Context: an optimization exercise on an open-source flow, tuned for small area. The choices shown serve that exercise and are no tape-out recipe.
Function was checked by simulation only, so behaviour that the tests miss may differ from the original.
Power and IR drop assume default switching activity.

Setup of the reference run:
==> flow/design.v (excerpt) <==
module inst_fetch_queue
#(
  parameter int DEPTH = 64,
  parameter int IW    = ppc_pkg::INST_W,
  parameter int PW    = 6
) (
  input  logic            clk,
  input  logic            rst,
  input  logic            flush,
  input  logic            push_valid,
  input  logic [0:2*IW-1] push_data,
  output logic            push_ready,
  output logic            head0_valid,
  output logic [0:IW-1]   head0_inst,
  output logic            head1_valid,
  output logic [0:IW-1]   head1_inst,
  input  logic [0:1]      pop_count,
  output logic [0:PW]     count,
  output logic            overflow_err,
  output logic            pop_err
);
For scale: about 6800 cells after synthesis, about 2100 flip-flops, ~150 I/O pins, ~77000 sq um of cells after synthesis.
export LEC_CHECK = 0
export CAP_MARGIN = 20
export CORE_MARGIN = 2
export CORE_UTILIZATION = 60
export CTS_CLUSTER_DIAMETER = 100
export CTS_CLUSTER_SIZE = 30
export SLEW_MARGIN = 20
export SYNTH_HIERARCHICAL = 1
create_clock -name core_clock -period 5.5 [get_ports {clk}]
standard.sh (not shown) runs the stock make flow with config.mk's settings and CLKGATE_MAP_FILE= SYNTH_SCRIPT=/design/flow/synth_recipe.tcl, a recipe that flattens the netlist after the stock synthesis.
==> flow/flow/run.sh <==
#!/bin/bash
# The standard layout (standard.sh: the standard synthesis, then ORFS to finish), with one
# change: the buffers ORFS puts on the input and output ports are buf_2 cells instead of the
# resizer's default pick. Every port still gets its own buffer.
set -euo pipefail
export BUFFER_PORTS_ARGS="-buffer_cell sky130_fd_sc_hd__buf_2"
bash standard.sh finish > standard_finish.log 2>&1
The inputs of the trial run differ from those of the reference run as listed below.
==> flow/run.sh (new file) <==
#!/bin/bash
# synth_recipe.tcl (not shown) runs the flow's synth.tcl, then flattens the netlist and writes it again
# the make line also repeats each setting of config.mk as NAME=value (left out here)
make -C /OpenROAD-flow-scripts/flow DESIGN_CONFIG=/design/flow/config.mk WORK_HOME=/design/flow/orfs CLKGATE_MAP_FILE= SYNTH_SCRIPT=/design/flow/synth_recipe.tcl finish
removed: flow/flow/run.sh
removed: flow/standard.sh
[summary]
- No stage failed in the trial run, and the final checks on the layout all came back clean.
- The reference run consumes less power than the trial run.
- Sort the trial run and the reference run by number of nets at the end of the flow asc -> top: the reference run
- Setup slack on the worst flop-to-flop path | the trial run above the reference run
- In the tables for the trial run and the reference run, share of the core filled with cells reads higher with the trial run.

* * *

run A:
Another version of the RTL of inst_fetch_queue (not shown whole).
Size: about 2100 flip-flops, roughly 150 I/O pins, roughly 0.075 sq mm of cells after synthesis.
Settings: LEC_CHECK=0, CAP_MARGIN=20, CORE_MARGIN=2, CORE_UTILIZATION=70, CTS_CLUSTER_DIAMETER=100, CTS_CLUSTER_SIZE=30, PLACE_DENSITY=0.85, SETUP_SLACK_MARGIN=0.15, SLEW_MARGIN=20, SYNTH_HIERARCHICAL=1; clock period 5.5 ns.
==> flow/flow/run.sh <==
#!/bin/bash
# The standard layout (standard.sh: the standard synthesis, then ORFS to finish), with one
# change: the buffers ORFS puts on the input and output ports are buf_2 cells instead of the
# resizer's default pick. Every port still gets its own buffer.
set -euo pipefail
export BUFFER_PORTS_ARGS="-buffer_cell sky130_fd_sc_hd__buf_2"
bash standard.sh finish > standard_finish.log 2>&1
Run A: PASS, flow complete, no timing, DRC or antenna violations
The following lists how run B was set up differently from run A:
Settings: a change of SETUP_SLACK_MARGIN from 0.15 to 0.05; a deleted PLACE_DENSITY that had been 0.85.
--- outcome ---
Compare run A and run B | global-route wire length before repair lower: run B. On wire length on met1: between run A and run B, it ends up higher for run B. Compared with run A, in run B count of pins over their slew limit level, clock power share level.
Relative to run B, the following input files were edited for run C:
Settings: a change of CORE_UTILIZATION from 70 to 60; a change of SETUP_SLACK_MARGIN from 0.05 to 0.15.
--- outcome ---
Run B finished every step from synthesis to the final layout, and the layout passed the timing, DRC and antenna checks. Both conditions hold for run C: the flow ran to the end and the final layout passed the timing, DRC and antenna checks. Against run B, tap cell instance count in run C rose by more than 10%. Looking at leakage power figure, run C sits about 0.66% higher than run B does. There was hardly any difference in total vias in the final route between run C and run B.
## Diff of input files: run D against run C
Settings: a change of CORE_UTILIZATION from 60 to 80.
==> results.txt <==
- Going from run C to run D, power of the combinational group shrinks by 3.7%.
- Relative to run C, the share of layout cells above drive strength 1 of run D is lower by 0.38 points.
- The lower setup slack after placement came out of run C.
- On power, run D tracks run C almost exactly.
- The deepest clock path buffer count was comparable across run C and run D.
- Cell depth of the worst setup path: run D < run C
- Sequential share of layout area (lower): run C
- In run D, combined global-route utilization of all metal layers is higher than in run C.
- Compared with run C, run D shows a data arrival time of the worst path that is 0.05 ns lower.
- Diff run C -> run D | area added between synthesis and finish | decrease of 1.0 points
- The weighted congestion at the end of routability-driven global placement in run D is 1.06 times that in run C.

static timing again, ports no longer ideal:
The results above use ideal ports. As a check the final layouts listed here were re-extracted and re-timed, cells and wires unchanged.
Step 1, drivers: a clkbuf_16 drives clk and a buf_2 each remaining input, both assumed.
Step 2 adds t to the input delays and takes it off the output delays; t is the mean of the earliest and latest rising clock arrival at the registers after step 1. Input paths then give back, and output paths get back, about the clock's delay inside the block.
Three values: no drivers, after step 1, after step 2; two values: the first two.
run	shift t [ns]	slack for setup (ns)	worst setup path after step 2	worst slew at a driven data input, ns	pins driven straight from the clock port
the reference run	0.799	0.606 / 0.529 / 1.194	input to register	0.17	1
the trial run	0.811	0.184 / 0.107 / 0.918	register to output	0.14	1
run A	0.790	0.150 / 0.074 / 0.865	register to output	0.15	1
run B	0.802	0.129 / 0.045 / 0.847	register to output	0.14	1
run C	0.800	0.131 / 0.053 / 0.721	input to register	0.23	1
run D	0.799	0.181 / 0.097 / 0.869	input to register	0.16	1
After both steps setup and hold are still met in every run listed.
